What follows belongs to an exercise in optimizing a design on an open flow for small area and a short achievable clock period; a production flow would make more cautious choices. The RTL was checked by simulation tests, not by an equivalence proof against the original design. No activity file was given, so power comes from the tool's default toggle rates.

==> design.v <==
`timescale 1ns/1ps
package mac_pkg;
   typedef enum logic [1:0] {
      MAC_LOAD  = 2'd0,    
      MAC_ACC   = 2'd1,    
      MAC_SUB   = 2'd2,    
      MAC_CLEAR = 2'd3     
   } mac_op_e;
   typedef struct packed {
      logic    valid;      
      mac_op_e op;         
   } mac_issue_t;
endpackage
`timescale 1ns/1ps
module mac_ctrl (
   input  logic             clk,
   input  logic             rst_n,
   input  logic             activate_mac,   
   input  mac_pkg::mac_op_e op,
   output logic             kill,           
   output logic             sub,            
   output logic             keep_q,         
   output logic             valid_q         
);
   logic             act_q;      
   logic             act_qq;     
   mac_pkg::mac_op_e op_q;
   logic             req;
   always_ff @(posedge clk or negedge rst_n) begin
      if (!rst_n) begin
         act_q  <= 1'b0;
         act_qq <= 1'b0;
      end else begin
         act_q  <= activate_mac;
         act_qq <= act_q;
      end
   end
   always_ff @(posedge clk) begin
      op_q <= op;
   end
   assign req  = act_q ^ act_qq;
   assign kill = ~req | (op_q == mac_pkg::MAC_CLEAR);
   assign sub  = (op_q == mac_pkg::MAC_SUB);
   always_ff @(posedge clk or negedge rst_n) begin
      if (!rst_n) begin
         keep_q  <= 1'b1;
         valid_q <= 1'b0;
      end else begin
         keep_q  <= ~req | (op_q == mac_pkg::MAC_ACC) | (op_q == mac_pkg::MAC_SUB);
         valid_q <= req;
      end
   end
endmodule
`timescale 1ns/1ps
module mac_mult_stage #(
   parameter int A_WIDTH = 18,
   parameter int B_WIDTH = 18,
   parameter int P_WIDTH = 48
) (
   input  logic                      clk,
   input  logic                      rst_n,
   input  logic signed [A_WIDTH-1:0] a,         
   input  logic signed [B_WIDTH-1:0] b,         
   input  logic                      kill,      
   input  logic                      sub,       
   output logic        [P_WIDTH-1:0] row0,
   output logic        [P_WIDTH-1:0] row1
);
   logic [8:0] one, two, neg;
   logic [B_WIDTH:0] bx;
   logic [A_WIDTH:0] ax;
   assign bx = {b, 1'b0};
   assign ax = {a[A_WIDTH-1], a};
   for (genvar i = 0; i < 9; i++) begin : g_enc
      assign one[i] = (bx[2*i+1] ^ bx[2*i]) & ~kill;
      assign two[i] = ((bx[2*i+2] & ~bx[2*i+1] & ~bx[2*i]) |
                       (~bx[2*i+2] & bx[2*i+1] & bx[2*i])) & ~kill;
      assign neg[i] = (bx[2*i+2] ^ sub) & ~kill;
   end
   logic pp0_0, pp0_1, pp0_2, pp0_3, pp0_4, pp0_5, pp0_6, pp0_7, pp0_8, pp0_9, pp0_10, pp0_11;
   logic pp0_12, pp0_13, pp0_14, pp0_15, pp0_16, pp0_17, pp0_18, pp1_0, pp1_1, pp1_2, pp1_3, pp1_4;
   logic pp1_5, pp1_6, pp1_7, pp1_8, pp1_9, pp1_10, pp1_11, pp1_12, pp1_13, pp1_14, pp1_15, pp1_16;
   logic pp1_17, pp1_18, pp2_0, pp2_1, pp2_2, pp2_3, pp2_4, pp2_5, pp2_6, pp2_7, pp2_8, pp2_9;
   logic pp2_10, pp2_11, pp2_12, pp2_13, pp2_14, pp2_15, pp2_16, pp2_17, pp2_18, pp3_0, pp3_1, pp3_2;
   logic pp3_3, pp3_4, pp3_5, pp3_6, pp3_7, pp3_8, pp3_9, pp3_10, pp3_11, pp3_12, pp3_13, pp3_14;
   logic pp3_15, pp3_16, pp3_17, pp3_18, pp4_0, pp4_1, pp4_2, pp4_3, pp4_4, pp4_5, pp4_6, pp4_7;
   logic pp4_8, pp4_9, pp4_10, pp4_11, pp4_12, pp4_13, pp4_14, pp4_15, pp4_16, pp4_17, pp4_18, pp5_0;
   logic pp5_1, pp5_2, pp5_3, pp5_4, pp5_5, pp5_6, pp5_7, pp5_8, pp5_9, pp5_10, pp5_11, pp5_12;
   logic pp5_13, pp5_14, pp5_15, pp5_16, pp5_17, pp5_18, pp6_0, pp6_1, pp6_2, pp6_3, pp6_4, pp6_5;
   logic pp6_6, pp6_7, pp6_8, pp6_9, pp6_10, pp6_11, pp6_12, pp6_13, pp6_14, pp6_15, pp6_16, pp6_17;
   logic pp6_18, pp7_0, pp7_1, pp7_2, pp7_3, pp7_4, pp7_5, pp7_6, pp7_7, pp7_8, pp7_9, pp7_10;
   logic pp7_11, pp7_12, pp7_13, pp7_14, pp7_15, pp7_16, pp7_17, pp7_18, pp8_0, pp8_1, pp8_2, pp8_3;
   logic pp8_4, pp8_5, pp8_6, pp8_7, pp8_8, pp8_9, pp8_10, pp8_11, pp8_12, pp8_13, pp8_14, pp8_15;
   logic pp8_16, pp8_17, pp8_18;
   assign pp0_0 = (ax[0] & one[0]) ^ neg[0];
   assign pp0_1 = ((ax[1] & one[0]) | (ax[0] & two[0])) ^ neg[0];
   assign pp0_2 = ((ax[2] & one[0]) | (ax[1] & two[0])) ^ neg[0];
   assign pp0_3 = ((ax[3] & one[0]) | (ax[2] & two[0])) ^ neg[0];
   assign pp0_4 = ((ax[4] & one[0]) | (ax[3] & two[0])) ^ neg[0];
   assign pp0_5 = ((ax[5] & one[0]) | (ax[4] & two[0])) ^ neg[0];
   assign pp0_6 = ((ax[6] & one[0]) | (ax[5] & two[0])) ^ neg[0];
   assign pp0_7 = ((ax[7] & one[0]) | (ax[6] & two[0])) ^ neg[0];
   assign pp0_8 = ((ax[8] & one[0]) | (ax[7] & two[0])) ^ neg[0];
   assign pp0_9 = ((ax[9] & one[0]) | (ax[8] & two[0])) ^ neg[0];
   assign pp0_10 = ((ax[10] & one[0]) | (ax[9] & two[0])) ^ neg[0];
   assign pp0_11 = ((ax[11] & one[0]) | (ax[10] & two[0])) ^ neg[0];
   assign pp0_12 = ((ax[12] & one[0]) | (ax[11] & two[0])) ^ neg[0];
   assign pp0_13 = ((ax[13] & one[0]) | (ax[12] & two[0])) ^ neg[0];
   assign pp0_14 = ((ax[14] & one[0]) | (ax[13] & two[0])) ^ neg[0];
   assign pp0_15 = ((ax[15] & one[0]) | (ax[14] & two[0])) ^ neg[0];
   assign pp0_16 = ((ax[16] & one[0]) | (ax[15] & two[0])) ^ neg[0];
   assign pp0_17 = ((ax[17] & one[0]) | (ax[16] & two[0])) ^ neg[0];
   assign pp0_18 = ((ax[18] & one[0]) | (ax[17] & two[0])) ^ neg[0];
   assign pp1_0 = (ax[0] & one[1]) ^ neg[1];
   assign pp1_1 = ((ax[1] & one[1]) | (ax[0] & two[1])) ^ neg[1];
   assign pp1_2 = ((ax[2] & one[1]) | (ax[1] & two[1])) ^ neg[1];
   assign pp1_3 = ((ax[3] & one[1]) | (ax[2] & two[1])) ^ neg[1];
   assign pp1_4 = ((ax[4] & one[1]) | (ax[3] & two[1])) ^ neg[1];
   assign pp1_5 = ((ax[5] & one[1]) | (ax[4] & two[1])) ^ neg[1];
   assign pp1_6 = ((ax[6] & one[1]) | (ax[5] & two[1])) ^ neg[1];
   assign pp1_7 = ((ax[7] & one[1]) | (ax[6] & two[1])) ^ neg[1];
   assign pp1_8 = ((ax[8] & one[1]) | (ax[7] & two[1])) ^ neg[1];
   assign pp1_9 = ((ax[9] & one[1]) | (ax[8] & two[1])) ^ neg[1];
   assign pp1_10 = ((ax[10] & one[1]) | (ax[9] & two[1])) ^ neg[1];
   assign pp1_11 = ((ax[11] & one[1]) | (ax[10] & two[1])) ^ neg[1];
   assign pp1_12 = ((ax[12] & one[1]) | (ax[11] & two[1])) ^ neg[1];
   assign pp1_13 = ((ax[13] & one[1]) | (ax[12] & two[1])) ^ neg[1];
   assign pp1_14 = ((ax[14] & one[1]) | (ax[13] & two[1])) ^ neg[1];
   assign pp1_15 = ((ax[15] & one[1]) | (ax[14] & two[1])) ^ neg[1];
   assign pp1_16 = ((ax[16] & one[1]) | (ax[15] & two[1])) ^ neg[1];
   assign pp1_17 = ((ax[17] & one[1]) | (ax[16] & two[1])) ^ neg[1];
   assign pp1_18 = ((ax[18] & one[1]) | (ax[17] & two[1])) ^ neg[1];
   assign pp2_0 = (ax[0] & one[2]) ^ neg[2];
   assign pp2_1 = ((ax[1] & one[2]) | (ax[0] & two[2])) ^ neg[2];
   assign pp2_2 = ((ax[2] & one[2]) | (ax[1] & two[2])) ^ neg[2];
   assign pp2_3 = ((ax[3] & one[2]) | (ax[2] & two[2])) ^ neg[2];
   assign pp2_4 = ((ax[4] & one[2]) | (ax[3] & two[2])) ^ neg[2];
   assign pp2_5 = ((ax[5] & one[2]) | (ax[4] & two[2])) ^ neg[2];
   assign pp2_6 = ((ax[6] & one[2]) | (ax[5] & two[2])) ^ neg[2];
   assign pp2_7 = ((ax[7] & one[2]) | (ax[6] & two[2])) ^ neg[2];
   assign pp2_8 = ((ax[8] & one[2]) | (ax[7] & two[2])) ^ neg[2];
   assign pp2_9 = ((ax[9] & one[2]) | (ax[8] & two[2])) ^ neg[2];
   assign pp2_10 = ((ax[10] & one[2]) | (ax[9] & two[2])) ^ neg[2];
   assign pp2_11 = ((ax[11] & one[2]) | (ax[10] & two[2])) ^ neg[2];
   assign pp2_12 = ((ax[12] & one[2]) | (ax[11] & two[2])) ^ neg[2];
   assign pp2_13 = ((ax[13] & one[2]) | (ax[12] & two[2])) ^ neg[2];
   assign pp2_14 = ((ax[14] & one[2]) | (ax[13] & two[2])) ^ neg[2];
   assign pp2_15 = ((ax[15] & one[2]) | (ax[14] & two[2])) ^ neg[2];
   assign pp2_16 = ((ax[16] & one[2]) | (ax[15] & two[2])) ^ neg[2];
   assign pp2_17 = ((ax[17] & one[2]) | (ax[16] & two[2])) ^ neg[2];
   assign pp2_18 = ((ax[18] & one[2]) | (ax[17] & two[2])) ^ neg[2];
   assign pp3_0 = (ax[0] & one[3]) ^ neg[3];
   assign pp3_1 = ((ax[1] & one[3]) | (ax[0] & two[3])) ^ neg[3];
   assign pp3_2 = ((ax[2] & one[3]) | (ax[1] & two[3])) ^ neg[3];
   assign pp3_3 = ((ax[3] & one[3]) | (ax[2] & two[3])) ^ neg[3];
   assign pp3_4 = ((ax[4] & one[3]) | (ax[3] & two[3])) ^ neg[3];
   assign pp3_5 = ((ax[5] & one[3]) | (ax[4] & two[3])) ^ neg[3];
   assign pp3_6 = ((ax[6] & one[3]) | (ax[5] & two[3])) ^ neg[3];
   assign pp3_7 = ((ax[7] & one[3]) | (ax[6] & two[3])) ^ neg[3];
   assign pp3_8 = ((ax[8] & one[3]) | (ax[7] & two[3])) ^ neg[3];
   assign pp3_9 = ((ax[9] & one[3]) | (ax[8] & two[3])) ^ neg[3];
   assign pp3_10 = ((ax[10] & one[3]) | (ax[9] & two[3])) ^ neg[3];
   assign pp3_11 = ((ax[11] & one[3]) | (ax[10] & two[3])) ^ neg[3];
   assign pp3_12 = ((ax[12] & one[3]) | (ax[11] & two[3])) ^ neg[3];
   assign pp3_13 = ((ax[13] & one[3]) | (ax[12] & two[3])) ^ neg[3];
   assign pp3_14 = ((ax[14] & one[3]) | (ax[13] & two[3])) ^ neg[3];
   assign pp3_15 = ((ax[15] & one[3]) | (ax[14] & two[3])) ^ neg[3];
   assign pp3_16 = ((ax[16] & one[3]) | (ax[15] & two[3])) ^ neg[3];
   assign pp3_17 = ((ax[17] & one[3]) | (ax[16] & two[3])) ^ neg[3];
   assign pp3_18 = ((ax[18] & one[3]) | (ax[17] & two[3])) ^ neg[3];
   assign pp4_0 = (ax[0] & one[4]) ^ neg[4];
   assign pp4_1 = ((ax[1] & one[4]) | (ax[0] & two[4])) ^ neg[4];
   assign pp4_2 = ((ax[2] & one[4]) | (ax[1] & two[4])) ^ neg[4];
   assign pp4_3 = ((ax[3] & one[4]) | (ax[2] & two[4])) ^ neg[4];
   assign pp4_4 = ((ax[4] & one[4]) | (ax[3] & two[4])) ^ neg[4];
   assign pp4_5 = ((ax[5] & one[4]) | (ax[4] & two[4])) ^ neg[4];
   assign pp4_6 = ((ax[6] & one[4]) | (ax[5] & two[4])) ^ neg[4];
   assign pp4_7 = ((ax[7] & one[4]) | (ax[6] & two[4])) ^ neg[4];
   assign pp4_8 = ((ax[8] & one[4]) | (ax[7] & two[4])) ^ neg[4];
   assign pp4_9 = ((ax[9] & one[4]) | (ax[8] & two[4])) ^ neg[4];
   assign pp4_10 = ((ax[10] & one[4]) | (ax[9] & two[4])) ^ neg[4];
   assign pp4_11 = ((ax[11] & one[4]) | (ax[10] & two[4])) ^ neg[4];
   assign pp4_12 = ((ax[12] & one[4]) | (ax[11] & two[4])) ^ neg[4];
   assign pp4_13 = ((ax[13] & one[4]) | (ax[12] & two[4])) ^ neg[4];
   assign pp4_14 = ((ax[14] & one[4]) | (ax[13] & two[4])) ^ neg[4];
   assign pp4_15 = ((ax[15] & one[4]) | (ax[14] & two[4])) ^ neg[4];
   assign pp4_16 = ((ax[16] & one[4]) | (ax[15] & two[4])) ^ neg[4];
   assign pp4_17 = ((ax[17] & one[4]) | (ax[16] & two[4])) ^ neg[4];
   assign pp4_18 = ((ax[18] & one[4]) | (ax[17] & two[4])) ^ neg[4];
   assign pp5_0 = (ax[0] & one[5]) ^ neg[5];
   assign pp5_1 = ((ax[1] & one[5]) | (ax[0] & two[5])) ^ neg[5];
   assign pp5_2 = ((ax[2] & one[5]) | (ax[1] & two[5])) ^ neg[5];
   assign pp5_3 = ((ax[3] & one[5]) | (ax[2] & two[5])) ^ neg[5];
   assign pp5_4 = ((ax[4] & one[5]) | (ax[3] & two[5])) ^ neg[5];
   assign pp5_5 = ((ax[5] & one[5]) | (ax[4] & two[5])) ^ neg[5];
   assign pp5_6 = ((ax[6] & one[5]) | (ax[5] & two[5])) ^ neg[5];
   assign pp5_7 = ((ax[7] & one[5]) | (ax[6] & two[5])) ^ neg[5];
   assign pp5_8 = ((ax[8] & one[5]) | (ax[7] & two[5])) ^ neg[5];
   assign pp5_9 = ((ax[9] & one[5]) | (ax[8] & two[5])) ^ neg[5];
   assign pp5_10 = ((ax[10] & one[5]) | (ax[9] & two[5])) ^ neg[5];
   assign pp5_11 = ((ax[11] & one[5]) | (ax[10] & two[5])) ^ neg[5];
   assign pp5_12 = ((ax[12] & one[5]) | (ax[11] & two[5])) ^ neg[5];
   assign pp5_13 = ((ax[13] & one[5]) | (ax[12] & two[5])) ^ neg[5];
   assign pp5_14 = ((ax[14] & one[5]) | (ax[13] & two[5])) ^ neg[5];
   assign pp5_15 = ((ax[15] & one[5]) | (ax[14] & two[5])) ^ neg[5];
   assign pp5_16 = ((ax[16] & one[5]) | (ax[15] & two[5])) ^ neg[5];
   assign pp5_17 = ((ax[17] & one[5]) | (ax[16] & two[5])) ^ neg[5];
   assign pp5_18 = ((ax[18] & one[5]) | (ax[17] & two[5])) ^ neg[5];
   assign pp6_0 = (ax[0] & one[6]) ^ neg[6];
   assign pp6_1 = ((ax[1] & one[6]) | (ax[0] & two[6])) ^ neg[6];
   assign pp6_2 = ((ax[2] & one[6]) | (ax[1] & two[6])) ^ neg[6];
   assign pp6_3 = ((ax[3] & one[6]) | (ax[2] & two[6])) ^ neg[6];
   assign pp6_4 = ((ax[4] & one[6]) | (ax[3] & two[6])) ^ neg[6];
   assign pp6_5 = ((ax[5] & one[6]) | (ax[4] & two[6])) ^ neg[6];
   assign pp6_6 = ((ax[6] & one[6]) | (ax[5] & two[6])) ^ neg[6];
   assign pp6_7 = ((ax[7] & one[6]) | (ax[6] & two[6])) ^ neg[6];
   assign pp6_8 = ((ax[8] & one[6]) | (ax[7] & two[6])) ^ neg[6];
   assign pp6_9 = ((ax[9] & one[6]) | (ax[8] & two[6])) ^ neg[6];
   assign pp6_10 = ((ax[10] & one[6]) | (ax[9] & two[6])) ^ neg[6];
   assign pp6_11 = ((ax[11] & one[6]) | (ax[10] & two[6])) ^ neg[6];
   assign pp6_12 = ((ax[12] & one[6]) | (ax[11] & two[6])) ^ neg[6];
   assign pp6_13 = ((ax[13] & one[6]) | (ax[12] & two[6])) ^ neg[6];
   assign pp6_14 = ((ax[14] & one[6]) | (ax[13] & two[6])) ^ neg[6];
   assign pp6_15 = ((ax[15] & one[6]) | (ax[14] & two[6])) ^ neg[6];
   assign pp6_16 = ((ax[16] & one[6]) | (ax[15] & two[6])) ^ neg[6];
   assign pp6_17 = ((ax[17] & one[6]) | (ax[16] & two[6])) ^ neg[6];
   assign pp6_18 = ((ax[18] & one[6]) | (ax[17] & two[6])) ^ neg[6];
   assign pp7_0 = (ax[0] & one[7]) ^ neg[7];
   assign pp7_1 = ((ax[1] & one[7]) | (ax[0] & two[7])) ^ neg[7];
   assign pp7_2 = ((ax[2] & one[7]) | (ax[1] & two[7])) ^ neg[7];
   assign pp7_3 = ((ax[3] & one[7]) | (ax[2] & two[7])) ^ neg[7];
   assign pp7_4 = ((ax[4] & one[7]) | (ax[3] & two[7])) ^ neg[7];
   assign pp7_5 = ((ax[5] & one[7]) | (ax[4] & two[7])) ^ neg[7];
   assign pp7_6 = ((ax[6] & one[7]) | (ax[5] & two[7])) ^ neg[7];
   assign pp7_7 = ((ax[7] & one[7]) | (ax[6] & two[7])) ^ neg[7];
   assign pp7_8 = ((ax[8] & one[7]) | (ax[7] & two[7])) ^ neg[7];
   assign pp7_9 = ((ax[9] & one[7]) | (ax[8] & two[7])) ^ neg[7];
   assign pp7_10 = ((ax[10] & one[7]) | (ax[9] & two[7])) ^ neg[7];
   assign pp7_11 = ((ax[11] & one[7]) | (ax[10] & two[7])) ^ neg[7];
   assign pp7_12 = ((ax[12] & one[7]) | (ax[11] & two[7])) ^ neg[7];
   assign pp7_13 = ((ax[13] & one[7]) | (ax[12] & two[7])) ^ neg[7];
   assign pp7_14 = ((ax[14] & one[7]) | (ax[13] & two[7])) ^ neg[7];
   assign pp7_15 = ((ax[15] & one[7]) | (ax[14] & two[7])) ^ neg[7];
   assign pp7_16 = ((ax[16] & one[7]) | (ax[15] & two[7])) ^ neg[7];
   assign pp7_17 = ((ax[17] & one[7]) | (ax[16] & two[7])) ^ neg[7];
   assign pp7_18 = ((ax[18] & one[7]) | (ax[17] & two[7])) ^ neg[7];
   assign pp8_0 = (ax[0] & one[8]) ^ neg[8];
   assign pp8_1 = ((ax[1] & one[8]) | (ax[0] & two[8])) ^ neg[8];
   assign pp8_2 = ((ax[2] & one[8]) | (ax[1] & two[8])) ^ neg[8];
   assign pp8_3 = ((ax[3] & one[8]) | (ax[2] & two[8])) ^ neg[8];
   assign pp8_4 = ((ax[4] & one[8]) | (ax[3] & two[8])) ^ neg[8];
   assign pp8_5 = ((ax[5] & one[8]) | (ax[4] & two[8])) ^ neg[8];
   assign pp8_6 = ((ax[6] & one[8]) | (ax[5] & two[8])) ^ neg[8];
   assign pp8_7 = ((ax[7] & one[8]) | (ax[6] & two[8])) ^ neg[8];
   assign pp8_8 = ((ax[8] & one[8]) | (ax[7] & two[8])) ^ neg[8];
   assign pp8_9 = ((ax[9] & one[8]) | (ax[8] & two[8])) ^ neg[8];
   assign pp8_10 = ((ax[10] & one[8]) | (ax[9] & two[8])) ^ neg[8];
   assign pp8_11 = ((ax[11] & one[8]) | (ax[10] & two[8])) ^ neg[8];
   assign pp8_12 = ((ax[12] & one[8]) | (ax[11] & two[8])) ^ neg[8];
   assign pp8_13 = ((ax[13] & one[8]) | (ax[12] & two[8])) ^ neg[8];
   assign pp8_14 = ((ax[14] & one[8]) | (ax[13] & two[8])) ^ neg[8];
   assign pp8_15 = ((ax[15] & one[8]) | (ax[14] & two[8])) ^ neg[8];
   assign pp8_16 = ((ax[16] & one[8]) | (ax[15] & two[8])) ^ neg[8];
   assign pp8_17 = ((ax[17] & one[8]) | (ax[16] & two[8])) ^ neg[8];
   assign pp8_18 = ((ax[18] & one[8]) | (ax[17] & two[8])) ^ neg[8];
   logic s1, c2, s3, c4, s5, c6, s7, c8, s9, c10, s11, c12;
   logic s13, c14, s15, c16, s17, c18, s19, c20, s21, c22, s23, c24;
   logic s25, c26, s27, c28, s29, c30, s31, c32, s33, c34, s35, c36;
   logic s37, c38, s39, c40, s41, c42, s43, c44, s45, c46, s47, c48;
   logic s49, c50, s51, c52, s53, c54, s55, c56, s57, c58, s59, c60;
   logic s61, c62, s63, c64, s65, c66, s67, c68, s69, c70, s71, c72;
   logic s73, c74, s75, c76, s77, c78, s79, c80, s81, c82, s83, c84;
   logic s85, c86, s87, c88, s89, c90, s91, c92, s93, c94, s95, c96;
   logic s97, c98, s99, c100, s101, c102, s103, c104, s105, c106, s107, c108;
   logic s109, c110, s111, c112, s113, c114, s115, c116, s117, c118, s119, c120;
   logic s121, c122, s123, c124, s125, c126, s127, c128, s129, c130, s131, c132;
   logic s133, c134, s135, c136, s137, c138, s139, c140, s141, c142, s143, c144;
   logic s145, c146, s147, c148, s149, c150, s151, c152, s153, c154, s155, c156;
   logic s157, c158, s159, c160, s161, c162, s163, c164, s165, c166, s167, c168;
   logic s169, c170, s171, c172, s173, c174, s175, c176, s177, c178, s179, c180;
   logic s181, c182, s183, c184, s185, c186, s187, c188, s189, c190, s191, c192;
   logic s193, c194, s195, c196, s197, c198, s199, c200, s201, c202, s203, c204;
   logic s205, c206, s207, c208, s209, c210, s211, c212, s213, c214, s215, c216;
   logic s217, c218, s219, c220, s221, c222, s223, c224, s225, c226, s227, c228;
   logic s229, c230, s231, c232, s233, c234, s235, c236, s237, c238, s239, c240;
   logic s241, c242, s243, c244, s245, c246, s247, c248, s249, c250, s251, c252;
   logic s253, c254, s255, c256, s257, c258, s259, c260, s261, c262, s263, c264;
   logic s265, c266, s267, c268, s269, c270, s271, c272, s273, c274, s275, c276;
   logic s277, c278, s279, c280, s281, c282, s283, c284, s285, c286, s287, c288;
   assign s1 = neg[1] ^ pp0_2;
   assign c2 = neg[1] & pp0_2;
   assign s3 = pp0_3 ^ pp1_1;
   assign c4 = pp0_3 & pp1_1;
   assign s5 = neg[2] ^ pp0_4 ^ pp1_2;
   assign c6 = (neg[2] & pp0_4) | (neg[2] & pp1_2) | (pp0_4 & pp1_2);
   assign s7 = pp2_0 ^ c4;
   assign c8 = pp2_0 & c4;
   assign s9 = pp0_5 ^ pp1_3 ^ pp2_1;
   assign c10 = (pp0_5 & pp1_3) | (pp0_5 & pp2_1) | (pp1_3 & pp2_1);
   assign s11 = c6 ^ s9;
   assign c12 = c6 & s9;
   assign s13 = neg[3] ^ pp0_6 ^ pp1_4;
   assign c14 = (neg[3] & pp0_6) | (neg[3] & pp1_4) | (pp0_6 & pp1_4);
   assign s15 = pp2_2 ^ pp3_0 ^ c10;
   assign c16 = (pp2_2 & pp3_0) | (pp2_2 & c10) | (pp3_0 & c10);
   assign s17 = s13 ^ c12;
   assign c18 = s13 & c12;
   assign s19 = pp0_7 ^ pp1_5 ^ pp2_3;
   assign c20 = (pp0_7 & pp1_5) | (pp0_7 & pp2_3) | (pp1_5 & pp2_3);
   assign s21 = pp3_1 ^ c14 ^ s19;
   assign c22 = (pp3_1 & c14) | (pp3_1 & s19) | (c14 & s19);
   assign s23 = c16 ^ s21;
   assign c24 = c16 & s21;
   assign s25 = neg[4] ^ pp0_8 ^ pp1_6;
   assign c26 = (neg[4] & pp0_8) | (neg[4] & pp1_6) | (pp0_8 & pp1_6);
   assign s27 = pp2_4 ^ pp3_2 ^ pp4_0;
   assign c28 = (pp2_4 & pp3_2) | (pp2_4 & pp4_0) | (pp3_2 & pp4_0);
   assign s29 = c20 ^ s25 ^ s27;
   assign c30 = (c20 & s25) | (c20 & s27) | (s25 & s27);
   assign s31 = c22 ^ s29;
   assign c32 = c22 & s29;
   assign s33 = pp0_9 ^ pp1_7 ^ pp2_5;
   assign c34 = (pp0_9 & pp1_7) | (pp0_9 & pp2_5) | (pp1_7 & pp2_5);
   assign s35 = pp3_3 ^ pp4_1 ^ c26;
   assign c36 = (pp3_3 & pp4_1) | (pp3_3 & c26) | (pp4_1 & c26);
   assign s37 = c28 ^ s33 ^ s35;
   assign c38 = (c28 & s33) | (c28 & s35) | (s33 & s35);
   assign s39 = c30 ^ c32;
   assign c40 = c30 & c32;
   assign s41 = neg[5] ^ pp0_10 ^ pp1_8;
   assign c42 = (neg[5] & pp0_10) | (neg[5] & pp1_8) | (pp0_10 & pp1_8);
   assign s43 = pp2_6 ^ pp3_4 ^ pp4_2;
   assign c44 = (pp2_6 & pp3_4) | (pp2_6 & pp4_2) | (pp3_4 & pp4_2);
   assign s45 = pp5_0 ^ c34 ^ s41;
   assign c46 = (pp5_0 & c34) | (pp5_0 & s41) | (c34 & s41);
   assign s47 = s43 ^ c36 ^ s45;
   assign c48 = (s43 & c36) | (s43 & s45) | (c36 & s45);
   assign s49 = c38 ^ s47;
   assign c50 = c38 & s47;
   assign s51 = pp0_11 ^ pp1_9 ^ pp2_7;
   assign c52 = (pp0_11 & pp1_9) | (pp0_11 & pp2_7) | (pp1_9 & pp2_7);
   assign s53 = pp3_5 ^ pp4_3 ^ pp5_1;
   assign c54 = (pp3_5 & pp4_3) | (pp3_5 & pp5_1) | (pp4_3 & pp5_1);
   assign s55 = c42 ^ c44 ^ s51;
   assign c56 = (c42 & c44) | (c42 & s51) | (c44 & s51);
   assign s57 = s53 ^ c46 ^ s55;
   assign c58 = (s53 & c46) | (s53 & s55) | (c46 & s55);
   assign s59 = c48 ^ s57;
   assign c60 = c48 & s57;
   assign s61 = neg[6] ^ pp0_12 ^ pp1_10;
   assign c62 = (neg[6] & pp0_12) | (neg[6] & pp1_10) | (pp0_12 & pp1_10);
   assign s63 = pp2_8 ^ pp3_6 ^ pp4_4;
   assign c64 = (pp2_8 & pp3_6) | (pp2_8 & pp4_4) | (pp3_6 & pp4_4);
   assign s65 = pp5_2 ^ pp6_0 ^ c52;
   assign c66 = (pp5_2 & pp6_0) | (pp5_2 & c52) | (pp6_0 & c52);
   assign s67 = c54 ^ s61 ^ s63;
   assign c68 = (c54 & s61) | (c54 & s63) | (s61 & s63);
   assign s69 = s65 ^ c56 ^ s67;
   assign c70 = (s65 & c56) | (s65 & s67) | (c56 & s67);
   assign s71 = c58 ^ s69;
   assign c72 = c58 & s69;
   assign s73 = pp0_13 ^ pp1_11 ^ pp2_9;
   assign c74 = (pp0_13 & pp1_11) | (pp0_13 & pp2_9) | (pp1_11 & pp2_9);
   assign s75 = pp3_7 ^ pp4_5 ^ pp5_3;
   assign c76 = (pp3_7 & pp4_5) | (pp3_7 & pp5_3) | (pp4_5 & pp5_3);
   assign s77 = pp6_1 ^ c62 ^ c64;
   assign c78 = (pp6_1 & c62) | (pp6_1 & c64) | (c62 & c64);
   assign s79 = s73 ^ s75 ^ c66;
   assign c80 = (s73 & s75) | (s73 & c66) | (s75 & c66);
   assign s81 = s77 ^ c68 ^ s79;
   assign c82 = (s77 & c68) | (s77 & s79) | (c68 & s79);
   assign s83 = c70 ^ c72;
   assign c84 = c70 & c72;
   assign s85 = neg[7] ^ pp0_14 ^ pp1_12;
   assign c86 = (neg[7] & pp0_14) | (neg[7] & pp1_12) | (pp0_14 & pp1_12);
   assign s87 = pp2_10 ^ pp3_8 ^ pp4_6;
   assign c88 = (pp2_10 & pp3_8) | (pp2_10 & pp4_6) | (pp3_8 & pp4_6);
   assign s89 = pp5_4 ^ pp6_2 ^ pp7_0;
   assign c90 = (pp5_4 & pp6_2) | (pp5_4 & pp7_0) | (pp6_2 & pp7_0);
   assign s91 = c74 ^ c76 ^ s85;
   assign c92 = (c74 & c76) | (c74 & s85) | (c76 & s85);
   assign s93 = s87 ^ s89 ^ c78;
   assign c94 = (s87 & s89) | (s87 & c78) | (s89 & c78);
   assign s95 = s91 ^ c80 ^ s93;
   assign c96 = (s91 & c80) | (s91 & s93) | (c80 & s93);
   assign s97 = c82 ^ s95;
   assign c98 = c82 & s95;
   assign s99 = pp0_15 ^ pp1_13 ^ pp2_11;
   assign c100 = (pp0_15 & pp1_13) | (pp0_15 & pp2_11) | (pp1_13 & pp2_11);
   assign s101 = pp3_9 ^ pp4_7 ^ pp5_5;
   assign c102 = (pp3_9 & pp4_7) | (pp3_9 & pp5_5) | (pp4_7 & pp5_5);
   assign s103 = pp6_3 ^ pp7_1 ^ c86;
   assign c104 = (pp6_3 & pp7_1) | (pp6_3 & c86) | (pp7_1 & c86);
   assign s105 = c88 ^ c90 ^ s99;
   assign c106 = (c88 & c90) | (c88 & s99) | (c90 & s99);
   assign s107 = s101 ^ s103 ^ c92;
   assign c108 = (s101 & s103) | (s101 & c92) | (s103 & c92);
   assign s109 = s105 ^ c94 ^ s107;
   assign c110 = (s105 & c94) | (s105 & s107) | (c94 & s107);
   assign s111 = c96 ^ s109;
   assign c112 = c96 & s109;
   assign s113 = neg[8] ^ pp0_16 ^ pp1_14;
   assign c114 = (neg[8] & pp0_16) | (neg[8] & pp1_14) | (pp0_16 & pp1_14);
   assign s115 = pp2_12 ^ pp3_10 ^ pp4_8;
   assign c116 = (pp2_12 & pp3_10) | (pp2_12 & pp4_8) | (pp3_10 & pp4_8);
   assign s117 = pp5_6 ^ pp6_4 ^ pp7_2;
   assign c118 = (pp5_6 & pp6_4) | (pp5_6 & pp7_2) | (pp6_4 & pp7_2);
   assign s119 = pp8_0 ^ c100 ^ c102;
   assign c120 = (pp8_0 & c100) | (pp8_0 & c102) | (c100 & c102);
   assign s121 = s113 ^ s115 ^ s117;
   assign c122 = (s113 & s115) | (s113 & s117) | (s115 & s117);
   assign s123 = c104 ^ s119 ^ c106;
   assign c124 = (c104 & s119) | (c104 & c106) | (s119 & c106);
   assign s125 = s121 ^ c108 ^ s123;
   assign c126 = (s121 & c108) | (s121 & s123) | (c108 & s123);
   assign s127 = c110 ^ s125;
   assign c128 = c110 & s125;
   assign s129 = pp0_17 ^ pp1_15 ^ pp2_13;
   assign c130 = (pp0_17 & pp1_15) | (pp0_17 & pp2_13) | (pp1_15 & pp2_13);
   assign s131 = pp3_11 ^ pp4_9 ^ pp5_7;
   assign c132 = (pp3_11 & pp4_9) | (pp3_11 & pp5_7) | (pp4_9 & pp5_7);
   assign s133 = pp6_5 ^ pp7_3 ^ pp8_1;
   assign c134 = (pp6_5 & pp7_3) | (pp6_5 & pp8_1) | (pp7_3 & pp8_1);
   assign s135 = c114 ^ c116 ^ c118;
   assign c136 = (c114 & c116) | (c114 & c118) | (c116 & c118);
   assign s137 = s129 ^ s131 ^ s133;
   assign c138 = (s129 & s131) | (s129 & s133) | (s131 & s133);
   assign s139 = c120 ^ s135 ^ c122;
   assign c140 = (c120 & s135) | (c120 & c122) | (s135 & c122);
   assign s141 = s137 ^ c124 ^ s139;
   assign c142 = (s137 & c124) | (s137 & s139) | (c124 & s139);
   assign s143 = c126 ^ s141;
   assign c144 = c126 & s141;
   assign s145 = 1'b1 ^ ~pp0_18 ^ pp1_16;
   assign c146 = (1'b1 & ~pp0_18) | (1'b1 & pp1_16) | (~pp0_18 & pp1_16);
   assign s147 = pp2_14 ^ pp3_12 ^ pp4_10;
   assign c148 = (pp2_14 & pp3_12) | (pp2_14 & pp4_10) | (pp3_12 & pp4_10);
   assign s149 = pp5_8 ^ pp6_6 ^ pp7_4;
   assign c150 = (pp5_8 & pp6_6) | (pp5_8 & pp7_4) | (pp6_6 & pp7_4);
   assign s151 = pp8_2 ^ c130 ^ c132;
   assign c152 = (pp8_2 & c130) | (pp8_2 & c132) | (c130 & c132);
   assign s153 = c134 ^ s145 ^ s147;
   assign c154 = (c134 & s145) | (c134 & s147) | (s145 & s147);
   assign s155 = s149 ^ c136 ^ s151;
   assign c156 = (s149 & c136) | (s149 & s151) | (c136 & s151);
   assign s157 = c138 ^ s153 ^ c140;
   assign c158 = (c138 & s153) | (c138 & c140) | (s153 & c140);
   assign s159 = s155 ^ c142 ^ s157;
   assign c160 = (s155 & c142) | (s155 & s157) | (c142 & s157);
   assign s161 = 1'b1 ^ pp1_17 ^ pp2_15;
   assign c162 = (1'b1 & pp1_17) | (1'b1 & pp2_15) | (pp1_17 & pp2_15);
   assign s163 = pp3_13 ^ pp4_11 ^ pp5_9;
   assign c164 = (pp3_13 & pp4_11) | (pp3_13 & pp5_9) | (pp4_11 & pp5_9);
   assign s165 = pp6_7 ^ pp7_5 ^ pp8_3;
   assign c166 = (pp6_7 & pp7_5) | (pp6_7 & pp8_3) | (pp7_5 & pp8_3);
   assign s167 = c146 ^ c148 ^ c150;
   assign c168 = (c146 & c148) | (c146 & c150) | (c148 & c150);
   assign s169 = s161 ^ s163 ^ s165;
   assign c170 = (s161 & s163) | (s161 & s165) | (s163 & s165);
   assign s171 = c152 ^ s167 ^ c154;
   assign c172 = (c152 & s167) | (c152 & c154) | (s167 & c154);
   assign s173 = s169 ^ c156 ^ s171;
   assign c174 = (s169 & c156) | (s169 & s171) | (c156 & s171);
   assign s175 = c158 ^ s173;
   assign c176 = c158 & s173;
   assign s177 = ~pp1_18 ^ pp2_16 ^ pp3_14;
   assign c178 = (~pp1_18 & pp2_16) | (~pp1_18 & pp3_14) | (pp2_16 & pp3_14);
   assign s179 = pp4_12 ^ pp5_10 ^ pp6_8;
   assign c180 = (pp4_12 & pp5_10) | (pp4_12 & pp6_8) | (pp5_10 & pp6_8);
   assign s181 = pp7_6 ^ pp8_4 ^ c162;
   assign c182 = (pp7_6 & pp8_4) | (pp7_6 & c162) | (pp8_4 & c162);
   assign s183 = c164 ^ c166 ^ s177;
   assign c184 = (c164 & c166) | (c164 & s177) | (c166 & s177);
   assign s185 = s179 ^ c168 ^ s181;
   assign c186 = (s179 & c168) | (s179 & s181) | (c168 & s181);
   assign s187 = c170 ^ s183 ^ c172;
   assign c188 = (c170 & s183) | (c170 & c172) | (s183 & c172);
   assign s189 = s185 ^ c174 ^ s187;
   assign c190 = (s185 & c174) | (s185 & s187) | (c174 & s187);
   assign s191 = 1'b1 ^ pp2_17 ^ pp3_15;
   assign c192 = (1'b1 & pp2_17) | (1'b1 & pp3_15) | (pp2_17 & pp3_15);
   assign s193 = pp4_13 ^ pp5_11 ^ pp6_9;
   assign c194 = (pp4_13 & pp5_11) | (pp4_13 & pp6_9) | (pp5_11 & pp6_9);
   assign s195 = pp7_7 ^ pp8_5 ^ c178;
   assign c196 = (pp7_7 & pp8_5) | (pp7_7 & c178) | (pp8_5 & c178);
   assign s197 = c180 ^ s191 ^ s193;
   assign c198 = (c180 & s191) | (c180 & s193) | (s191 & s193);
   assign s199 = c182 ^ s195 ^ c184;
   assign c200 = (c182 & s195) | (c182 & c184) | (s195 & c184);
   assign s201 = s197 ^ c186 ^ s199;
   assign c202 = (s197 & c186) | (s197 & s199) | (c186 & s199);
   assign s203 = c188 ^ s201;
   assign c204 = c188 & s201;
   assign s205 = ~pp2_18 ^ pp3_16 ^ pp4_14;
   assign c206 = (~pp2_18 & pp3_16) | (~pp2_18 & pp4_14) | (pp3_16 & pp4_14);
   assign s207 = pp5_12 ^ pp6_10 ^ pp7_8;
   assign c208 = (pp5_12 & pp6_10) | (pp5_12 & pp7_8) | (pp6_10 & pp7_8);
   assign s209 = pp8_6 ^ c192 ^ c194;
   assign c210 = (pp8_6 & c192) | (pp8_6 & c194) | (c192 & c194);
   assign s211 = s205 ^ s207 ^ c196;
   assign c212 = (s205 & s207) | (s205 & c196) | (s207 & c196);
   assign s213 = s209 ^ c198 ^ s211;
   assign c214 = (s209 & c198) | (s209 & s211) | (c198 & s211);
   assign s215 = c200 ^ s213 ^ c202;
   assign c216 = (c200 & s213) | (c200 & c202) | (s213 & c202);
   assign s217 = 1'b1 ^ pp3_17 ^ pp4_15;
   assign c218 = (1'b1 & pp3_17) | (1'b1 & pp4_15) | (pp3_17 & pp4_15);
   assign s219 = pp5_13 ^ pp6_11 ^ pp7_9;
   assign c220 = (pp5_13 & pp6_11) | (pp5_13 & pp7_9) | (pp6_11 & pp7_9);
   assign s221 = pp8_7 ^ c206 ^ c208;
   assign c222 = (pp8_7 & c206) | (pp8_7 & c208) | (c206 & c208);
   assign s223 = s217 ^ s219 ^ c210;
   assign c224 = (s217 & s219) | (s217 & c210) | (s219 & c210);
   assign s225 = s221 ^ c212 ^ s223;
   assign c226 = (s221 & c212) | (s221 & s223) | (c212 & s223);
   assign s227 = c214 ^ s225;
   assign c228 = c214 & s225;
   assign s229 = ~pp3_18 ^ pp4_16 ^ pp5_14;
   assign c230 = (~pp3_18 & pp4_16) | (~pp3_18 & pp5_14) | (pp4_16 & pp5_14);
   assign s231 = pp6_12 ^ pp7_10 ^ pp8_8;
   assign c232 = (pp6_12 & pp7_10) | (pp6_12 & pp8_8) | (pp7_10 & pp8_8);
   assign s233 = c218 ^ c220 ^ s229;
   assign c234 = (c218 & c220) | (c218 & s229) | (c220 & s229);
   assign s235 = s231 ^ c222 ^ s233;
   assign c236 = (s231 & c222) | (s231 & s233) | (c222 & s233);
   assign s237 = c224 ^ s235 ^ c226;
   assign c238 = (c224 & s235) | (c224 & c226) | (s235 & c226);
   assign s239 = 1'b1 ^ pp4_17 ^ pp5_15;
   assign c240 = (1'b1 & pp4_17) | (1'b1 & pp5_15) | (pp4_17 & pp5_15);
   assign s241 = pp6_13 ^ pp7_11 ^ pp8_9;
   assign c242 = (pp6_13 & pp7_11) | (pp6_13 & pp8_9) | (pp7_11 & pp8_9);
   assign s243 = c230 ^ c232 ^ s239;
   assign c244 = (c230 & c232) | (c230 & s239) | (c232 & s239);
   assign s245 = s241 ^ c234 ^ s243;
   assign c246 = (s241 & c234) | (s241 & s243) | (c234 & s243);
   assign s247 = c236 ^ s245;
   assign c248 = c236 & s245;
   assign s249 = ~pp4_18 ^ pp5_16 ^ pp6_14;
   assign c250 = (~pp4_18 & pp5_16) | (~pp4_18 & pp6_14) | (pp5_16 & pp6_14);
   assign s251 = pp7_12 ^ pp8_10 ^ c240;
   assign c252 = (pp7_12 & pp8_10) | (pp7_12 & c240) | (pp8_10 & c240);
   assign s253 = c242 ^ s249 ^ s251;
   assign c254 = (c242 & s249) | (c242 & s251) | (s249 & s251);
   assign s255 = c244 ^ c246 ^ s253;
   assign c256 = (c244 & c246) | (c244 & s253) | (c246 & s253);
   assign s257 = 1'b1 ^ pp5_17 ^ pp6_15;
   assign c258 = (1'b1 & pp5_17) | (1'b1 & pp6_15) | (pp5_17 & pp6_15);
   assign s259 = pp7_13 ^ pp8_11 ^ c250;
   assign c260 = (pp7_13 & pp8_11) | (pp7_13 & c250) | (pp8_11 & c250);
   assign s261 = s257 ^ c252 ^ s259;
   assign c262 = (s257 & c252) | (s257 & s259) | (c252 & s259);
   assign s263 = c254 ^ s261;
   assign c264 = c254 & s261;
   assign s265 = ~pp5_18 ^ pp6_16 ^ pp7_14;
   assign c266 = (~pp5_18 & pp6_16) | (~pp5_18 & pp7_14) | (pp6_16 & pp7_14);
   assign s267 = pp8_12 ^ c258 ^ s265;
   assign c268 = (pp8_12 & c258) | (pp8_12 & s265) | (c258 & s265);
   assign s269 = c260 ^ s267 ^ c262;
   assign c270 = (c260 & s267) | (c260 & c262) | (s267 & c262);
   assign s271 = 1'b1 ^ pp6_17 ^ pp7_15;
   assign c272 = (1'b1 & pp6_17) | (1'b1 & pp7_15) | (pp6_17 & pp7_15);
   assign s273 = pp8_13 ^ c266 ^ s271;
   assign c274 = (pp8_13 & c266) | (pp8_13 & s271) | (c266 & s271);
   assign s275 = c268 ^ s273;
   assign c276 = c268 & s273;
   assign s277 = ~pp6_18 ^ pp7_16 ^ pp8_14;
   assign c278 = (~pp6_18 & pp7_16) | (~pp6_18 & pp8_14) | (pp7_16 & pp8_14);
   assign s279 = c272 ^ s277 ^ c274;
   assign c280 = (c272 & s277) | (c272 & c274) | (s277 & c274);
   assign s281 = 1'b1 ^ pp7_17 ^ pp8_15;
   assign c282 = (1'b1 & pp7_17) | (1'b1 & pp8_15) | (pp7_17 & pp8_15);
   assign s283 = c278 ^ s281;
   assign c284 = c278 & s281;
   assign s285 = ~pp7_18 ^ pp8_16 ^ c282;
   assign c286 = (~pp7_18 & pp8_16) | (~pp7_18 & c282) | (pp8_16 & c282);
   assign s287 = 1'b1 ^ pp8_17;
   assign c288 = 1'b1 & pp8_17;
   logic [34:0] r0_q;
   logic [33:0] r1_q;
   always_ff @(posedge clk or negedge rst_n) begin
      if (!rst_n) r0_q <= 35'b00000000000001000000000000000000000;
      else        r0_q <= {c288, c286, c284, c280, c276, c270, c264, c256, c248, c238, c228, c216, c204, c190, c176, c160, c144, c128, c112, c98, c84, s81, c60, c50, c40, s37, c24, c18, s15, c8, s5, c2, pp1_0, pp0_1, neg[0]};
   end
   always_ff @(posedge clk or negedge rst_n) begin
      if (!rst_n) r1_q <= 34'b1111111111111100000000000000000000;
      else        r1_q <= {~pp8_18, s287, s285, s283, s279, s275, s269, s263, s255, s247, s237, s227, s215, s203, s189, s175, s159, s143, s127, s111, s97, s83, s71, s59, s49, s39, s31, s23, s17, s11, s7, s3, s1, pp0_0};
   end
   assign row0 = {1'b1, 1'b1, 1'b1, 1'b1, 1'b1, 1'b1, 1'b1, 1'b1, 1'b1, 1'b1, 1'b1, 1'b1, 1'b1, r0_q[34], r0_q[33], r0_q[32], r0_q[31], r0_q[30], r0_q[29], r0_q[28], r0_q[27], r0_q[26], r0_q[25], r0_q[24], r0_q[23], r0_q[22], r0_q[21], r0_q[20], r0_q[19], r0_q[18], r0_q[17], r0_q[16], r0_q[15], r0_q[14], r0_q[13], r0_q[12], r0_q[11], r0_q[10], r0_q[9], r0_q[8], r0_q[7], r0_q[6], r0_q[5], r0_q[4], r0_q[3], r0_q[2], r0_q[1], r0_q[0]};
   assign row1 = {1'b0, 1'b0, 1'b0, 1'b0, 1'b0, 1'b0, 1'b0, 1'b0, 1'b0, 1'b0, 1'b0, 1'b0, 1'b0, r1_q[33], r1_q[32], r1_q[31], r1_q[30], r1_q[29], r1_q[28], r1_q[27], r1_q[26], r1_q[25], r1_q[24], r1_q[23], r1_q[22], r1_q[21], r1_q[20], r1_q[19], r1_q[18], r1_q[17], r1_q[16], r1_q[15], r1_q[14], r1_q[13], r1_q[12], r1_q[11], r1_q[10], r1_q[9], r1_q[8], r1_q[7], r1_q[6], r1_q[5], r1_q[4], r1_q[3], r1_q[2], r1_q[1], 1'b0, r1_q[0]};
endmodule
`timescale 1ns/1ps
module mac_accumulator #(
   parameter int P_WIDTH = 48
) (
   input  logic               clk,
   input  logic               rst_n,
   input  logic               keep,       
   input  logic               valid,      
   input  logic [P_WIDTH-1:0] row0,       
   input  logic [P_WIDTH-1:0] row1,
   output logic [P_WIDTH-1:0] data_p,
   output logic               p_valid
);
   logic [P_WIDTH-1:0] p_q;
   logic [P_WIDTH-1:0] x;
   logic [P_WIDTH-1:0] s;
   logic [P_WIDTH-1:0] c;
   logic [P_WIDTH-1:0] p_next;
   logic               valid_q;
   assign x = p_q & {P_WIDTH{keep}};
   assign s      = x ^ row0 ^ row1;
   assign c      = (x & row0) | (x & row1) | (row0 & row1);
   assign p_next = s + {c[P_WIDTH-2:0], 1'b0};
   always_ff @(posedge clk or negedge rst_n) begin
      if (!rst_n) begin
         p_q     <= '0;
         valid_q <= 1'b0;
      end else begin
         p_q     <= p_next;
         valid_q <= valid;
      end
   end
   assign data_p  = p_q;
   assign p_valid = valid_q;
endmodule
`timescale 1ns/1ps
module mac_top #(
   parameter int A_WIDTH = 18,    
   parameter int B_WIDTH = 18,    
   parameter int P_WIDTH = 48     
) (
   input  logic                      clk,
   input  logic                      rst_n,
   input  logic signed [A_WIDTH-1:0] data_a,
   input  logic signed [B_WIDTH-1:0] data_b,
   input  mac_pkg::mac_op_e          op,
   input  logic                      activate_mac,   
   output logic signed [P_WIDTH-1:0] data_p,
   output logic                      p_valid
);
   logic signed [A_WIDTH-1:0] a_q;
   logic signed [B_WIDTH-1:0] b_q;
   logic                      kill, sub, keep, valid;
   logic [P_WIDTH-1:0]        row0, row1;
   always_ff @(posedge clk) begin
      a_q <= data_a;
      b_q <= data_b;
   end
   mac_ctrl u_ctrl (
      .clk          (clk),
      .rst_n        (rst_n),
      .activate_mac (activate_mac),
      .op           (op),
      .kill         (kill),
      .sub          (sub),
      .keep_q       (keep),
      .valid_q      (valid)
   );
   mac_mult_stage #(
      .A_WIDTH (A_WIDTH),
      .B_WIDTH (B_WIDTH),
      .P_WIDTH (P_WIDTH)
   ) u_mult (
      .clk   (clk),
      .rst_n (rst_n),
      .a     (a_q),
      .b     (b_q),
      .kill  (kill),
      .sub   (sub),
      .row0  (row0),
      .row1  (row1)
   );
   mac_accumulator #(
      .P_WIDTH (P_WIDTH)
   ) u_acc (
      .clk     (clk),
      .rst_n   (rst_n),
      .keep    (keep),
      .valid   (valid),
      .row0    (row0),
      .row1    (row1),
      .data_p  (data_p),
      .p_valid (p_valid)
   );
endmodule
==> run.sh <==
#!/bin/bash
# synth_recipe.tcl (not shown) runs the flow's synth.tcl, then flattens the netlist and writes it again
# the make line also repeats each setting of config.mk as NAME=value (left out here)
make -C /OpenROAD-flow-scripts/flow DESIGN_CONFIG=/design/flow/config.mk WORK_HOME=/design/flow/orfs CLKGATE_MAP_FILE= SYNTH_SCRIPT=/design/flow/synth_recipe.tcl finish
==> config.mk <==
export PLATFORM = sky130hd
export DESIGN_NAME = mac_top
export DESIGN_NICKNAME = mac_top
export VERILOG_FILES = /design/flow/design.v
export SDC_FILE = /design/flow/constraint.sdc
export NUM_CORES = 4
export LEC_CHECK = 0
export CAP_MARGIN = 20
export CORE_MARGIN = 2
export CORE_UTILIZATION = 40
export SLEW_MARGIN = 20
==> constraint.sdc <==
create_clock -name core_clock -period 10.0 [get_ports {clk}]
set_input_delay 2.0000 -clock core_clock [delete_from_list [all_inputs] [get_ports {clk}]]
set_output_delay 2.0000 -clock core_clock [all_outputs]
set_load 0.01 [all_outputs]
==> flow_summary.ini, run 1 <==
[synthesis]
seq_area_frac_synth_pct = 26.7
ys_warn_count = 4
synth-xor-area-share_pct = 13.6
mappedNetlistArea_sq_um = 14400
ys.flop_type = dfrtp_1
netlist.top_cell.by_area = fa_1
ys_top_cells_by_area = fa_1, dfrtp_1, xnor2_1, a22oi_1, ha_1
yosysTopAreaCellShare_pct = 20.5
avgSynthCellArea_sq_um = 9.76
muxShareOfSynthArea_pct = 0.609
synthAdderAreaFrac_pct = 27.3
synth_compound_area_share_pct = 15.6
synth_edf_count = 0
ys_types = 68
syn_inst = 1473
syn-num-nets = 1739
synth_top_family_by_area = adder cells
ys_async_sr_fraction_pct = 76.3
synth-simple-area-share_pct = 7.81
synthTopCellsByCount = inv_1, a22oi_1, xnor2_1
synth_most_common_cell = inv_1
ys_ff_latch = 160

[worst_setup_path]
critPathCaptureType = flop
required_ps = 10330
path_class = reg2reg
worstPathArrival_ps = 5730
worstSetupStartpointType = flop
path_max_fanout = 14
rrSetupSlack_ps = 4600

[pwr]
p_leak_nw = 7.20
clkPwrFrac_pct = 11.5
power_density_nw_per_um2 = 376
vdd_drop_max_uv = 166
switchingPower_w = 0.00290
p_seq_share_pct = 18.3
p_int_w = 0.00322
pwr-share-comb_pct = 70.3
p_sw_share_pct = 47.4

[sta]
clock.fmax_mhz = 185
finalMaxSlewViolations = 0
finClkSkew_ps = 13.8
setup_viol = 0
hold_viol_final = 0
rsz0062_at_grt = no
layout_setup_ws_ps = 4600
fin_crit_sh_pct = 54.0
worst_pin_slew_ps = 1150
relSlewSlack_pct = 23.2
fin_setup_tns_ps = 0
fin_crit_ps = 5400

[clocking]
clkSinkCount = 160
cts.repair.resized = 0
cts_buffer_depth = 2
clkLatencyLatePin_ps = 460
cts_tree = yes
htreeDepth = 4
cts_buffers = 17
hold_buffers = 0
post_cts.repair.setup_buffers = 0
clk_pin_slew_ps = 70
root_buffer = clkbuf_16

[placement]
io_buffers = 89
post-dp-hpwl_mm = 27.4
gp_congestion = 0.906
pre_cts_ws_ps = 4580
place_area_sq_um = 15600
placed_cells = 1950

[grt]
grt_antenna_before_repair = 0
grt_max_degree = 72
grt_pass1_vias = 11300
overflow = 0
grtUsageTotal_pct = 21.0
grt_pass1_wl_mm = 62.2

[layout]
multiInputGateArea_sq_um = 9360
seq_area_sq_um = 3830
syn_to_final_growth_pct = 13.1
diodes = 0
layout.cells.non_filler = 1982
final_util_pct = 45.8
final_area_sq_um = 16300
fillers = 3353
drive_gt1_share_pct = 8.15
nets = 1774

[job]
maxCapViolCount = 0

[die]
dieArea_sq_um = 37500
design.core.area_sq_um = 35500
std_cell_rows = 69
fp.dieW_microns = 194
start_util_pct = 40.5
pin_count = 90
die_h_microns = 194

[outcome]
outcome = no timing/DRC/antenna violations

[route]
routed_wl_mm = 38.1
vias = 10500
drcViolationCount = 0
drtIter0Drc = 942
first_pass_iters = 8
wl_per_cell_microns = 19.2
ant_nets = 0
viasPerCell = 5.31

[min_path]
hold_path_class = reg2reg
## path summary, 6_finish.rpt
| kind | from | to | depth (start not counted) |
|---|---|---|---|
| max reg2reg | u_ctrl.op_q[1] | u_mult.r1_q[17] | 13 |
| min | u_ctrl.valid_q | u_acc.valid_q | 0 |
| max | u_ctrl.op_q[1] | u_mult.r1_q[17] | 13 |
| min in group asynchronous | rst_n | u_acc.valid_q | 1 |
| max in group asynchronous | rst_n | u_mult.r0_q[33] | 2 |
| min reg2reg | u_ctrl.valid_q | u_acc.valid_q | 0 |
## power by group through the flow
stage                     clock, W  sequential, W  combinational, W
after floorplan                  0        0.00113           0.00313
after global placement           0        0.00113           0.00419
after detailed placement         0        0.00113           0.00429
after CTS                 0.000718        0.00112           0.00432
after global routing      0.000748        0.00115           0.00491
final                     0.000701        0.00112           0.00430
## critical path, stage by stage (launching register included)
cell	delay, ps
dfxtp_1	360
nor2b_1	820
xnor2_1	210
nor2_2	360
clkinv_1	760
xnor2_1	400
fa_1	560
inv_1	50
fa_1	370
inv_1	70
fa_1	420
fa_1	360
inv_1	90
fa_1	420
## area by class of cell
cell class                      instances  area share (%)
Clock buffer                           18            2.70
Clock inverter                         14            1.11
Inverter                              221            5.10
Multi-Input combinational cell        999            57.6
Sequential cell                       160            23.6
Tap cell                              461            3.55
Timing Repair Buffer                  109            6.39
## registers in the layout, indices dropped and copies added (netlist names)
signal / flops
u_mult.r1_q: 34
u_ctrl.act_qq: 1
b_q: 18
u_ctrl.act_q: 1
u_ctrl.op_q: 2
u_acc.p_q: 48
u_ctrl.valid_q: 1
a_q: 18
u_ctrl.keep_q: 1
u_acc.valid_q: 1
u_mult.r0_q: 35
## through the flow
stage | hold WS, ps | total power (W)
after floorplan | 331 | 0.00426
after global placement | 357 | 0.00532
after detailed placement | 359 | 0.00542
after CTS | 371 | 0.00616
after global routing | 370 | 0.00680
final | 366 | 0.00612
## per-layer routing
layer,track usage [%],routed length [microns]
met1,29.7,17500
met2,32.3,17000
met3,4.65,2860
met4,6.45,742
met5,0,0
## cells in the final DEF, fill, tap and decap left out, types with 6 or more instances in the layout
cell type          n
nand2_1           73
and3_1             7
dfstp_2           16
a21o_1            20
clkbuf_16         17
nor2_1            41
nor2_2            13
mux2_2             6
a31oi_1            7
nor3_1             6
nand4_1            6
nand3_1           19
dfxtp_1           38
xor2_1            75
and2_1            21
dfrtp_1          106
nor2b_1            9
o21ai_0           36
a21oi_1           58
clkdlybuf4s50_1   88
inv_1            218
a22oi_1          152
xnor2_1          148
fa_1             147
nand2b_1           9
buf_4             21
ha_1              78
## kinds of logic (layout without fill, tap and decap cells)
group,Yosys count,count (layout)
flops,160,160
buf+inv,314,362
compound gates,317,317
mux,8,8
xor+xnor,223,223
simple gates,226,226
fa+ha+maj,225,225
==> run 2, diff against run 1 <==
--- a/config.mk
+++ b/config.mk
@@ -9,3 +9,4 @@
 export CORE_MARGIN = 2
 export CORE_UTILIZATION = 40
+export SETUP_SLACK_MARGIN = 5
 export SLEW_MARGIN = 20
==> run 2 against run 1 <==
  * Via count shrank 0.29%
  * Setup slack improved by 680 ps
  * Sequential power is essentially flat
  * Synthesized cell count unchanged
  * Still clean on timing, DRC and antenna
  * Cell count is the same
==> flow_summary.ini, run 2 <==
[sta]
finalMaxSlewViolations = 0
fin_crit_ps = 4720
setup_viol = 0
layout_setup_ws_ps = 5280
relSlewSlack_pct = 31.6
fin_setup_tns_ps = 0
hold_viol_final = 0
finClkSkew_ps = 14.0
worst_pin_slew_ps = 1020
clock.fmax_mhz = 212
rsz0062_at_grt = no
fin_crit_sh_pct = 47.2

[synthesis]
ys_async_sr_fraction_pct = 76.3
ys_warn_count = 4
synthTopCellsByCount = inv_1, a22oi_1, xnor2_1
seq_area_frac_synth_pct = 26.7
syn-num-nets = 1739
synth_most_common_cell = inv_1
muxShareOfSynthArea_pct = 0.609
synth_edf_count = 0
synth_compound_area_share_pct = 15.6
ys.flop_type = dfrtp_1
ys_types = 68
syn_inst = 1473
mappedNetlistArea_sq_um = 14400
synth_top_family_by_area = adder cells
synth-simple-area-share_pct = 7.81
synth-xor-area-share_pct = 13.6
yosysTopAreaCellShare_pct = 20.5
avgSynthCellArea_sq_um = 9.76
ys_top_cells_by_area = fa_1, dfrtp_1, xnor2_1, a22oi_1, ha_1
netlist.top_cell.by_area = fa_1
ys_ff_latch = 160
synthAdderAreaFrac_pct = 27.3

[placement]
pre_cts_ws_ps = 4580
io_buffers = 89
gp_congestion = 0.906
post-dp-hpwl_mm = 27.4

[pwr]
p_total_w = 0.00612
vdd_drop_max_uv = 166
p_sw_share_pct = 47.4
clkPwrFrac_pct = 11.4
power_density_nw_per_um2 = 375
pwr-share-comb_pct = 70.3
p_leak_nw = 7.21
switchingPower_w = 0.00290
p_seq_share_pct = 18.2
p_int_w = 0.00322

[route]
wl_per_cell_microns = 19.2
ant_nets = 0
viasPerCell = 5.30
vias = 10500
drtIter0Drc = 911
first_pass_iters = 6
routed_wl_mm = 38.1
drcViolationCount = 0

[die]
pin_count = 90
std_cell_rows = 69
dieArea_sq_um = 37500
die_h_microns = 194
fp.dieW_microns = 194
start_util_pct = 40.5
design.core.area_sq_um = 35500

[grt]
grt_pass1_vias = 11300
grt.busiest_layer = met2
grt_pass1_wl_mm = 62.3
grt_use_met1_pct = 29.7
grt_antenna_before_repair = 0
grt_max_degree = 72
grtUsageTotal_pct = 21.1
grt.met3_usage_pct = 4.65
grt_util_met2_pct = 32.3
overflow = 0

[layout]
nets = 1774
most-common-layout-cells = inv_1, a22oi_1, xnor2_1
syn_to_final_growth_pct = 13.5
drive_gt1_share_pct = 8.35
diodes = 0
layout_commonest_cell = inv_1
reg_top3 = u_acc.p_q (48), u_mult.r0_q (35), u_mult.r1_q (34)
top_register = u_acc.p_q
fillers = 3346
largest_reg_flops = 48

[clocking]
cts_buffer_depth = 2
root_buffer = clkbuf_16
clkSinkCount = 160
htreeDepth = 4
clk_pin_slew_ps = 70
cts_buffers = 17
clkLatencyLatePin_ps = 460
cts_tree = yes

[worst_setup_path]
worstSetupStartpointType = flop
worstReg2RegEnd = u_mult.r1_q[19]
critPathCapture = u_mult.r1_q[19]
rrSetupSlack_ps = 5280
worstPathArrival_ps = 5050
path_max_fanout = 27
required_ps = 10340
path_class = reg2reg
reg2regPathDepth = 12
critPathLaunch = u_ctrl.act_q
worstReg2RegStart = u_ctrl.act_q
critPathCaptureType = flop

[min_path]
hold_path_class = reg2reg
min_from = u_ctrl.valid_q

[job]
maxCapViolCount = 0

[outcome]
outcome = no timing/DRC/antenna violations
==> run 2: cell counts after synthesis <==
Identical to the previous run, type by type.
==> run 2: logic make-up after synthesis <==
logic type      Yosys count
compound gates          317
flops                   160
xor+xnor                223
simple gates            226
fa+ha+maj               225
buf+inv                 314
mux                       8
==> run 2: power groups by stage <==
| stage | clock [W] | sequential (W) | combinational, W |
|---|---|---|---|
| floorplan | 0 | 0.00113 | 0.00313 |
| global placement | 0 | 0.00113 | 0.00419 |
| detailed placement | 0 | 0.00113 | 0.00429 |
| CTS | 0.000718 | 0.00112 | 0.00432 |
| global route | 0.000748 | 0.00115 | 0.00491 |
| finish | 0.000699 | 0.00112 | 0.00430 |
==> run 2: timing repair <==
item | in CTS | in global routing
setup endpoints to repair | 22 | 8
resized for setup | 10 | 5
buffers inserted | 0 | 0
hold buffers | 0 | 0
hold endpoints to repair | 0 | 0
cloned | 0 | 0
==> run 2: worst min-delay path by stage <==
| stage | endpoint | slack (ps) | cells past startpoint |
|---|---|---|---|
| after floorplan | u_acc.valid_q | 330 | 0 |
| after global placement | u_acc.valid_q | 360 | 0 |
| after detailed placement | u_acc.valid_q | 360 | 0 |
| after CTS | u_acc.valid_q | 370 | 0 |
| after global routing | u_acc.valid_q | 370 | 0 |
| final | u_acc.valid_q | 370 | 0 |
==> run 2: per-layer routing <==
| metal | vias up | part of all wire (%) |
|---|---|---|
| li1 | 4878 | - |
| met1 | 5133 | 46 |
| met2 | 433 | 45 |
| met3 | 59 | 8.0 |
| met4 | 0 | 1.9 |
| met5 | - | 0 |
==> run 2: per-stage QoR <==
step / instances / util, % / hold WS (ps) / area, sq um
after global placement: 1950 / 44.1 / 357 / 15600
after CTS: 1982 / 45.9 / 371 / 16300
after global routing: 1982 / 46.0 / 370 / 16300
after floorplan: 1473 / - / 331 / 14400
after detailed placement: 1950 / 44.1 / 359 / 15600
final: 1982 / 46.0 / 370 / 16300
==> run 2: area by class of cell <==
class                   count  area, sq um  share of cell area [%]
inverters                 221          832                    5.10
well taps                 461          577                    3.53
clock buffers              18          439                    2.69
clock inverters            14          180                    1.10
repair buffers            109         1040                    6.36
multi-input cells         999         9420                    57.7
flip-flops and latches    160         3830                    23.5
==> run 2: critical path, cell delays in order, from the launching register on <==
cell,delay [ps]
dfrtp_1,380
xor2_1,360
nand2_4,400
a21oi_4,710
a22oi_1,220
xnor2_1,190
fa_1,410
fa_1,500
inv_1,50
fa_1,470
fa_1,380
inv_1,80
fa_1,410
==> run 3, diff against run 2 <==
--- a/config.mk
+++ b/config.mk
@@ -6,4 +6,5 @@
 export NUM_CORES = 4
 export LEC_CHECK = 0
+export ABC_CLOCK_PERIOD_IN_PS = 4000
 export CAP_MARGIN = 20
 export CORE_MARGIN = 2
==> run 3 against run 2 <==
  * Synthesized cell count unchanged
  * Maximum frequency unchanged
  * Clock skew unchanged
  * Hold slack unchanged
  * Non-clock buffer count unchanged
==> flow_summary.ini, run 3 <==
[die]
start_util_pct = 40.5
die_h_microns = 194
fp.dieW_microns = 194
pin_count = 90
dieArea_sq_um = 37500
design.core.area_sq_um = 35500
std_cell_rows = 69

[synthesis]
mappedNetlistArea_sq_um = 14400
seq_area_frac_synth_pct = 26.7
synthTopCellsByCount = inv_1, a22oi_1, xnor2_1
ys_async_sr_fraction_pct = 76.3
yosysTopAreaCellShare_pct = 20.5
ys.flop_type = dfrtp_1
ys_top_cells_by_area = fa_1, dfrtp_1, xnor2_1, a22oi_1, ha_1
netlist.top_cell.by_area = fa_1
ys_ff_latch = 160
synth_most_common_cell = inv_1
ys_types = 68
syn_inst = 1473
avgSynthCellArea_sq_um = 9.76
syn-num-nets = 1739
ys_warn_count = 4
synth_edf_count = 0

[layout]
diodes = 0
most-common-layout-cells = inv_1, a22oi_1, xnor2_1
layout_commonest_cell = inv_1
final_area_sq_um = 16300
nets = 1774
top_register = u_acc.p_q
reg_top3 = u_acc.p_q (48), u_mult.r0_q (35), u_mult.r1_q (34)
drive_gt1_share_pct = 8.35
syn_to_final_growth_pct = 13.5
largest_reg_flops = 48

[route]
ant_nets = 0
routed_wl_mm = 38.1
first_pass_iters = 6
wl_per_cell_microns = 19.2
drcViolationCount = 0
viasPerCell = 5.30
vias = 10500
drtIter0Drc = 911

[sta]
rsz0062_at_grt = no
fin_crit_ps = 4720
fin_setup_tns_ps = 0
fin_crit_sh_pct = 47.2
clock.fmax_mhz = 212
whs_ps = 370
setup_viol = 0
relSlewSlack_pct = 31.6
hold_viol_final = 0
worst_pin_slew_ps = 1020
finalMaxSlewViolations = 0
finClkSkew_ps = 14.0

[placement]
gp_congestion = 0.906
post-dp-hpwl_mm = 27.4
place_area_sq_um = 15600
io_buffers = 89

[worst_setup_path]
critPathCaptureType = flop
slowest_delay_ps = 710
cp_num_cells = 12
critPathTopFamily = adder cells
path_class = reg2reg
reg2regPathDepth = 12
slowest_stage = a21oi_4
worstSetupStartpointType = flop
cp_common_cell = fa_1
path_buf_inv = 2
path_max_fanout = 27
required_ps = 10340
worstPathArrival_ps = 5050
cp_cell_sequence = xor2_1 > nand2_4 > a21oi_4 > a22oi_1 > xnor2_1 > fa_1 > fa_1 > inv_1 > fa_1 > fa_1 > inv_1 > fa_1

[grt]
overflow = 0
grtUsageTotal_pct = 21.1
grt_pass1_vias = 11300
grt_pass1_wl_mm = 62.3
grt_antenna_before_repair = 0
grt_max_degree = 72

[min_path]
hold_path_class = reg2reg
hold-path-cell-count = 0

[clocking]
clkSinkCount = 160
clk_pin_slew_ps = 70
htreeDepth = 4
cts_buffers = 17
clkLatencyLatePin_ps = 460
cts_buffer_depth = 2
cts_tree = yes
root_buffer = clkbuf_16

[pwr]
p_leak_nw = 7.21
power_density_nw_per_um2 = 375
vdd_drop_max_uv = 166

[outcome]
outcome = no timing/DRC/antenna violations

[job]
maxCapViolCount = 0
## run 3: logic make-up after synthesis
group / count (synthesis) / synth area share, %
buf+inv: 314 / 8.51
mux: 8 / 0.609
fa+ha+maj: 225 / 27.3
compound gates: 317 / 15.6
simple gates: 226 / 7.81
xor+xnor: 223 / 13.6
flops: 160 / 26.7
## run 3: power by group
group | switching (W) | total, W | internal [W] | leakage [nW]
clock | 0.000296 | 0.000699 | 0.000403 | 0.291
combinational | 0.00246 | 0.00430 | 0.00184 | 5.15
sequential | 0.000142 | 0.00112 | 0.000975 | 1.77
total | 0.00290 | 0.00612 | 0.00322 | 7.21
## run 3: per-layer routing
layer | wire (microns) | global-route usage [%]
met5 | 0 | 0
met4 | 734 | 6.45
met3 | 3060 | 4.65
met2 | 17000 | 32.3
met1 | 17400 | 29.7
## run 3: final cells by class
class	instances	area (sq um)
flip-flops and latches	160	3830
multi-input cells	999	9420
repair buffers	109	1040
clock buffers	18	439
fillers	3346	19200
clock inverters	14	180
inverters	221	832
well taps	461	577
## run 3: path summary, 6_finish.rpt
path	start	end	slack, ps
min reg2reg	u_ctrl.valid_q	u_acc.valid_q	370
min in group asynchronous	rst_n	u_acc.valid_q	1570
max	u_ctrl.act_q	u_mult.r1_q[19]	5280
min	u_ctrl.valid_q	u_acc.valid_q	370
max reg2reg	u_ctrl.act_q	u_mult.r1_q[19]	5280
max in group asynchronous	rst_n	u_mult.r0_q[33]	7060
## run 3: repair_timing
| action | CTS | global route |
|---|---|---|
| hold endpoints to repair | 0 | 0 |
| setup endpoints to repair | 22 | 8 |
| setup buffers | 0 | 0 |
| pin swaps | 0 | 0 |
| gates resized for setup | 10 | 5 |
| hold buffers | 0 | 0 |
## run 3: stage by stage
| step | util, % | worst slack, ps | power [W] | instances |
|---|---|---|---|---|
| after floorplan | - | 5750 | 0.00426 | 1473 |
| after global placement | 44.1 | 4770 | 0.00532 | 1950 |
| after detailed placement | 44.1 | 4580 | 0.00542 | 1950 |
| after CTS | 45.9 | 5140 | 0.00616 | 1982 |
| after global routing | 46.0 | 5020 | 0.00681 | 1982 |
| final | 46.0 | 5280 | 0.00612 | 1982 |

Check on run 3: ideal ports give 5.283 ns setup slack; a clkbuf_16 on the clock port and buf_2 on the inputs give 5.283 ns; moving port delays by the midpoint clock arrival (0.497 ns) as well gives 5.283 ns.
